What follows belongs to an exercise in optimizing a design on an open flow for small area, a short achievable clock period and few clock cycles; a production flow would make more cautious choices. Where RTL was checked, it was by simulation tests only, not by an equivalence proof against the original. Power figures rest on the tool's default switching activity, not on a simulated workload.

juniper:
==> flow/design.v <==
`default_nettype none
package kmp_pkg;
    localparam int MAX_PATTERN   = 16;
    localparam int IDX_BITS      = $clog2(MAX_PATTERN);
    localparam int LEN_BITS      = IDX_BITS + 1;
    localparam int POSITION_BITS = 16;
    localparam int MATCH_BITS    = 16;
    localparam int CFG_BITS      = 64;
    localparam int PAT_BITS      = 8 * MAX_PATTERN;
    typedef logic [7:0]          t_byte;
    typedef logic [IDX_BITS-1:0] t_idx;
    typedef logic [LEN_BITS-1:0] t_len;    
    typedef logic [PAT_BITS-1:0] t_pattern;
    typedef enum logic [1:0] {
        CFG_PAT_LOW  = 2'd0,
        CFG_PAT_HIGH = 2'd1,
        CFG_PAT_LEN  = 2'd2
    } t_cfg_idx;
    typedef struct packed {
        logic busy;    
        logic clear;   
    } t_ctrl;
    function automatic t_byte pat_byte(input t_pattern pat, input t_idx k);
        pat_byte = pat[8*k +: 8];
    endfunction
endpackage
`default_nettype wire
`default_nettype none
module kmp_substring_search
(
    input  wire                 i_clk,
    input  wire                 i_rst_n,
    input  wire                 i_cfg_we,
    input  wire [1:0]           i_cfg_index,
    input  wire [63:0]          i_cfg_data,
    input  wire                 i_text_valid,
    input  wire [7:0]           i_text_byte,
    input  wire                 i_text_is_final,
    output wire                 o_text_ready,
    output wire                 o_result_valid,
    output wire                 o_result_found,
    output wire [15:0]          o_result_index,
    input  wire                 i_result_ready
);
    logic [63:0] r_pat_lo;
    logic [63:0] r_pat_hi;
    logic        r_lo_ok;      
    logic        r_hi_ok;      
    logic [4:0]  r_nn;         
    logic        r_clear_d;    
    logic        cfg_hit;
    logic [4:0]  cfg_len;
    logic [4:0]  cfg_nn;
    assign cfg_hit = i_cfg_we && (i_cfg_index != 2'd3);
    assign cfg_len = (i_cfg_data[4] && |i_cfg_data[3:0]) ? 5'd16 : i_cfg_data[4:0];
    always_comb begin
        logic lower;
        lower = 1'b0;
        for (int i = 0; i < 5; i++) begin
            cfg_nn[i] = cfg_len[i] ^ lower;
            lower     = lower | cfg_len[i];
        end
    end
    always_ff @(posedge i_clk) begin
        if (i_cfg_we && i_cfg_index == 2'd0) r_pat_lo <= i_cfg_data;
        if (i_cfg_we && i_cfg_index == 2'd1) r_pat_hi <= i_cfg_data;
    end
    always_ff @(posedge i_clk) begin
        if (!i_rst_n) begin
            r_lo_ok   <= 1'b0;
            r_hi_ok   <= 1'b0;
            r_nn      <= '0;
            r_clear_d <= 1'b0;
        end else begin
            r_clear_d <= cfg_hit;
            if (i_cfg_we && i_cfg_index == 2'd0) r_lo_ok <= 1'b1;
            if (i_cfg_we && i_cfg_index == 2'd1) r_hi_ok <= 1'b1;
            if (i_cfg_we && i_cfg_index == 2'd2) r_nn <= cfg_nn;
        end
    end
    logic [15:0] m_last;
    logic        n_zero;
    logic        n_le1;
    always_comb begin
        for (int k = 0; k < 16; k++) begin
            m_last[k] = (r_nn == 5'(32 - (k + 1)));
        end
    end
    assign n_zero = (r_nn == 5'd0);
    assign n_le1  = (r_nn == 5'd0) || (r_nn == 5'd31);
    logic [15:0] q_start;
    logic        q_at_sat;
    always_comb begin
        logic lower;
        lower = 1'b1;
        for (int i = 0; i < 5; i++) begin
            q_start[i] = !n_zero && (r_nn[i] ^ lower);
            lower      = lower & r_nn[i];
        end
    end
    assign q_start[15:5] = {11{!n_le1}};
    logic        r_rdy;
    logic        r_frz;
    logic        r_v1, r_f1;
    logic [7:0]  r_b1;
    logic [15:0] r_d;
    logic        r_v2, r_f2, r_h2;
    logic        r_ans;
    logic [15:0] r_q;          
    logic        r_out_valid;
    logic        r_out_found;
    logic [15:0] eq;
    logic        zb;
    logic [15:0] dn;
    logic        hit1;
    assign zb = (r_b1 == 8'd0);
    always_comb begin
        for (int k = 0; k < 8; k++) begin
            eq[k]     = r_lo_ok ? (r_b1 == r_pat_lo[8*k +: 8]) : zb;
            eq[k + 8] = r_hi_ok ? (r_b1 == r_pat_hi[8*k +: 8]) : zb;
        end
    end
    assign dn   = {r_d[14:0], 1'b1} & eq;
    assign hit1 = n_zero || |(dn & m_last);
    logic decide2;
    logic issue;
    logic ans_n;
    assign decide2 = r_v2 && !r_ans && (r_h2 || r_f2);
    assign issue   = !r_frz && decide2;
    assign ans_n   = (!r_frz && r_v2) ? (!r_f2 && (r_ans || r_h2)) : r_ans;
    logic proc2;
    logic cm1;
    logic maybe_n;
    logic out_valid_n;
    assign proc2       = !r_frz && r_v2;
    assign maybe_n     = r_frz ? (r_v2 && !(r_ans && !r_f2))
                               : (r_v1 && !(ans_n && !r_f1));
    assign out_valid_n = issue || (r_out_valid && !i_result_ready);
    logic [15:0] q_inc;
    logic [15:0] q_carry;
    assign q_at_sat = (&r_q[15:5]) && (r_q[4:0] == r_nn);
    assign q_carry[0] = !q_at_sat;
    for (genvar i = 1; i < 16; i++) begin : g_carry
        assign q_carry[i] = !q_at_sat && (&r_q[i-1:0]);
    end
    assign q_inc = r_q ^ q_carry;
    always_ff @(posedge i_clk) begin
        if (!i_rst_n) begin
            r_rdy       <= 1'b0;
            r_frz       <= 1'b0;
            r_v1        <= 1'b0;
            r_v2        <= 1'b0;
            r_d         <= '0;
            r_ans       <= 1'b0;
            r_out_valid <= 1'b0;
        end else if (cfg_hit) begin
            r_rdy       <= 1'b1;
            r_frz       <= 1'b0;
            r_v1        <= 1'b0;
            r_v2        <= 1'b0;
            r_d         <= '0;
            r_ans       <= 1'b0;
            r_out_valid <= out_valid_n;
        end else begin
            r_frz       <= out_valid_n && maybe_n;
            r_rdy       <= !(out_valid_n && maybe_n);
            r_out_valid <= out_valid_n;
            if (!r_frz) begin
                r_v1 <= i_text_valid && r_rdy;
                r_v2 <= r_v1;
                if (r_v1) r_d <= r_f1 ? 16'd0 : dn;
            end
            r_ans <= ans_n;
        end
    end
    always_ff @(posedge i_clk) begin
        if (!i_rst_n) begin
            r_q <= '0;
        end else if (r_clear_d) begin
            r_q <= q_start;
        end else if (issue) begin
            if (!r_h2) r_q <= '0;
        end else if (r_out_valid) begin
            if (i_result_ready) r_q <= q_start;
        end else if (proc2) begin
            if (r_f2)        r_q <= q_start;
            else if (!r_ans) r_q <= q_inc;
        end
    end
    always_ff @(posedge i_clk) begin
        if (!r_frz) begin
            r_b1 <= i_text_byte;
            r_f1 <= i_text_is_final;
            r_h2 <= hit1;
            r_f2 <= r_f1;
        end
        if (issue) r_out_found <= r_h2;
    end
    assign o_text_ready   = r_rdy;
    assign o_result_valid = r_out_valid;
    assign o_result_found = r_out_found;
    assign o_result_index = r_q;
endmodule
`default_nettype wire
clock: 5.5 ns
lec_check: 0
cap_margin: 20
core_margin: 2
core_utilization: 40
place_density: 0.6
setup_slack_margin: 3.4
slew_margin: 20
standard.sh (not shown) runs the stock make flow with config.mk's settings and CLKGATE_MAP_FILE= SYNTH_SCRIPT=/design/flow/synth_recipe.tcl, a recipe that flattens the netlist after the stock synthesis.
==> flow/flow/run.sh <==
#!/bin/bash
set -euo pipefail
bash standard.sh \
  "BUFFER_PORTS_ARGS=-buffer_cell sky130_fd_sc_hd__buf_1" \
  "CTS_ARGS=-sink_clustering_enable -repair_clock_nets -dont_use_dummy_load" \
  finish > standard_flow.log 2>&1
Input-level comparison between onyx and juniper:
==> flow/design.v, changed modules only <==
module kmp_substring_search
(
    input  wire                 i_clk,
    input  wire                 i_rst_n,
    input  wire                 i_cfg_we,
    input  wire [1:0]           i_cfg_index,
    input  wire [63:0]          i_cfg_data,
    input  wire                 i_text_valid,
    input  wire [7:0]           i_text_byte,
    input  wire                 i_text_is_final,
    output wire                 o_text_ready,
    output wire                 o_result_valid,
    output wire                 o_result_found,
    output wire [15:0]          o_result_index,
    input  wire                 i_result_ready
);
    logic [63:0] r_pat_lo;
    logic [63:0] r_pat_hi;
    logic        r_lo_ok;      
    logic        r_hi_ok;      
    logic [4:0]  r_nn;         
    logic        r_clear_d;    
    logic        cfg_hit;
    logic [4:0]  cfg_len;
    logic [4:0]  cfg_nn;
    assign cfg_hit = i_cfg_we && (i_cfg_index != 2'd3);
    assign cfg_len = (i_cfg_data[4] && |i_cfg_data[3:0]) ? 5'd16 : i_cfg_data[4:0];
    always_comb begin
        logic lower;
        lower = 1'b0;
        for (int i = 0; i < 5; i++) begin
            cfg_nn[i] = cfg_len[i] ^ lower;
            lower     = lower | cfg_len[i];
        end
    end
    always_ff @(posedge i_clk) begin
        if (i_cfg_we && i_cfg_index == 2'd0) r_pat_lo <= i_cfg_data;
        if (i_cfg_we && i_cfg_index == 2'd1) r_pat_hi <= i_cfg_data;
    end
    always_ff @(posedge i_clk) begin
        if (!i_rst_n) begin
            r_lo_ok   <= 1'b0;
            r_hi_ok   <= 1'b0;
            r_nn      <= '0;
            r_clear_d <= 1'b0;
        end else begin
            r_clear_d <= cfg_hit;
            if (i_cfg_we && i_cfg_index == 2'd0) r_lo_ok <= 1'b1;
            if (i_cfg_we && i_cfg_index == 2'd1) r_hi_ok <= 1'b1;
            if (i_cfg_we && i_cfg_index == 2'd2) r_nn <= cfg_nn;
        end
    end
    logic [15:0] m_last;
    logic [15:0] m_prev;
    logic        n_zero;
    logic        n_le1;
    always_comb begin
        for (int k = 0; k < 16; k++) begin
            m_last[k] = (r_nn == 5'(32 - (k + 1)));
            m_prev[k] = (r_nn == 5'(32 - (k + 2)));
        end
    end
    assign n_zero = (r_nn == 5'd0);
    assign n_le1  = (r_nn == 5'd0) || (r_nn == 5'd31);
    logic [15:0] q_start;
    logic        q_at_sat;
    always_comb begin
        logic lower;
        lower = 1'b1;
        for (int i = 0; i < 5; i++) begin
            q_start[i] = !n_zero && (r_nn[i] ^ lower);
            lower      = lower & r_nn[i];
        end
    end
    assign q_start[15:5] = {11{!n_le1}};
    logic        r_rdy;
    logic        r_frz;
    logic        r_v1, r_f1;
    logic [7:0]  r_b1;
    logic [15:0] r_d;
    logic        r_v2, r_f2, r_h2;
    logic        r_ans;
    logic [15:0] r_q;
    logic        r_out_valid;
    logic        r_out_found;
    logic [15:0] r_out_index;
    logic [15:0] eq;
    logic        zb;
    logic [15:0] dn;
    logic        hit1;
    assign zb = (r_b1 == 8'd0);
    always_comb begin
        for (int k = 0; k < 8; k++) begin
            eq[k]     = r_lo_ok ? (r_b1 == r_pat_lo[8*k +: 8]) : zb;
            eq[k + 8] = r_hi_ok ? (r_b1 == r_pat_hi[8*k +: 8]) : zb;
        end
    end
    assign dn   = {r_d[14:0], 1'b1} & eq;
    assign hit1 = n_zero || |(dn & m_last);
    logic decide2;
    logic issue;
    logic ans_n;
    assign decide2 = r_v2 && !r_ans && (r_h2 || r_f2);
    assign issue   = !r_frz && decide2;
    assign ans_n   = (!r_frz && r_v2) ? (!r_f2 && (r_ans || r_h2)) : r_ans;
    logic cm1;
    logic maybe_n;
    logic out_valid_n;
    assign cm1         = n_le1 || |(r_d & m_prev);
    assign maybe_n     = r_frz ? decide2 : (r_v1 && !ans_n && (r_f1 || cm1));
    assign out_valid_n = issue || (r_out_valid && !i_result_ready);
    logic [15:0] q_inc;
    logic [15:0] q_carry;
    assign q_at_sat = (&r_q[15:5]) && (r_q[4:0] == r_nn);
    assign q_carry[0] = !q_at_sat;
    for (genvar i = 1; i < 16; i++) begin : g_carry
        assign q_carry[i] = !q_at_sat && (&r_q[i-1:0]);
    end
    assign q_inc = r_q ^ q_carry;
    always_ff @(posedge i_clk) begin
        if (!i_rst_n) begin
            r_rdy       <= 1'b0;
            r_frz       <= 1'b0;
            r_v1        <= 1'b0;
            r_v2        <= 1'b0;
            r_d         <= '0;
            r_ans       <= 1'b0;
            r_out_valid <= 1'b0;
        end else if (cfg_hit) begin
            r_rdy       <= 1'b1;
            r_frz       <= 1'b0;
            r_v1        <= 1'b0;
            r_v2        <= 1'b0;
            r_d         <= '0;
            r_ans       <= 1'b0;
            r_out_valid <= out_valid_n;
        end else begin
            r_frz       <= out_valid_n && maybe_n;
            r_rdy       <= !(out_valid_n && maybe_n);
            r_out_valid <= out_valid_n;
            if (!r_frz) begin
                r_v1 <= i_text_valid && r_rdy;
                r_v2 <= r_v1;
                if (r_v1) r_d <= r_f1 ? 16'd0 : dn;
            end
            r_ans <= ans_n;
        end
    end
    always_ff @(posedge i_clk) begin
        if (!i_rst_n) begin
            r_q <= '0;
        end else if (r_clear_d) begin
            r_q <= q_start;
        end else if (!r_frz && r_v2) begin
            r_q <= r_f2 ? q_start : q_inc;
        end
    end
    always_ff @(posedge i_clk) begin
        if (!r_frz) begin
            r_b1 <= i_text_byte;
            r_f1 <= i_text_is_final;
            r_h2 <= hit1;
            r_f2 <= r_f1;
        end
        if (issue) begin
            r_out_found <= r_h2;
            r_out_index <= r_h2 ? r_q : 16'd0;
        end
    end
    assign o_text_ready   = r_rdy;
    assign o_result_valid = r_out_valid;
    assign o_result_found = r_out_found;
    assign o_result_index = r_out_index;
endmodule
==> comparison <==
- Summary of onyx over juniper: proportion of power drawn by combinational gates -2.6 points, count of clock-buffer cells in the layout +6, combinational group power -14%, clock period minus final worst setup slack -0.20 ns.
- Number of sequential storage elements (juniper / onyx): 0.916
- Diff juniper -> onyx: setup skew after layout went up 0.0069 ns; total of cells resized after clock tree synthesis lost 31; end-of-flow core utilization went down 3.6 points.
- [onyx vs juniper] first-iteration DRC count: higher in onyx
- Diff onyx and juniper: total track usage lower in onyx
- Power was lower in the run labelled juniper.
- Changes observed in onyx relative to juniper: maximum achievable frequency moved up, depth of the worst register-to-register path moved up.
Testbench counts of onyx, summed over its fixed seeds: cycles 19,925.
No functional check of the RTL was part of juniper.

[afterwards: timing with drivers on the ports]
In the flow no input, the clock included, has a driving cell. The finished layouts below were timed again as built, in two steps.
Step 1 (the two cells are an assumption about what drives the block):
set clk [get_ports {i_clk}]
set_driving_cell -lib_cell sky130_fd_sc_hd__clkbuf_16 $clk
set_driving_cell -lib_cell sky130_fd_sc_hd__buf_2 [delete_from_list [all_inputs] $clk]
Step 2 times the ports against the registers' clock, not the clock port: input delays grow and output delays shrink by t, the midpoint of the rising clock arrivals with the driver on.
Slacks: ideal / step 1 / step 2; pairs: ideal / step 1.
run | t (ns) | slack for setup (ns) | clock arrival spread, ns
juniper | 0.463 | 3.212 / 3.212 / 2.907 | 0.021 / 0.021
onyx | 0.538 | 3.408 / 3.366 / 2.967 | 0.027 / 0.027
After both steps every run listed still meets setup and hold. For onyx, which loses most, drivers alone change the setup slack by -0.042 ns; drivers and shift together by -0.441 ns.
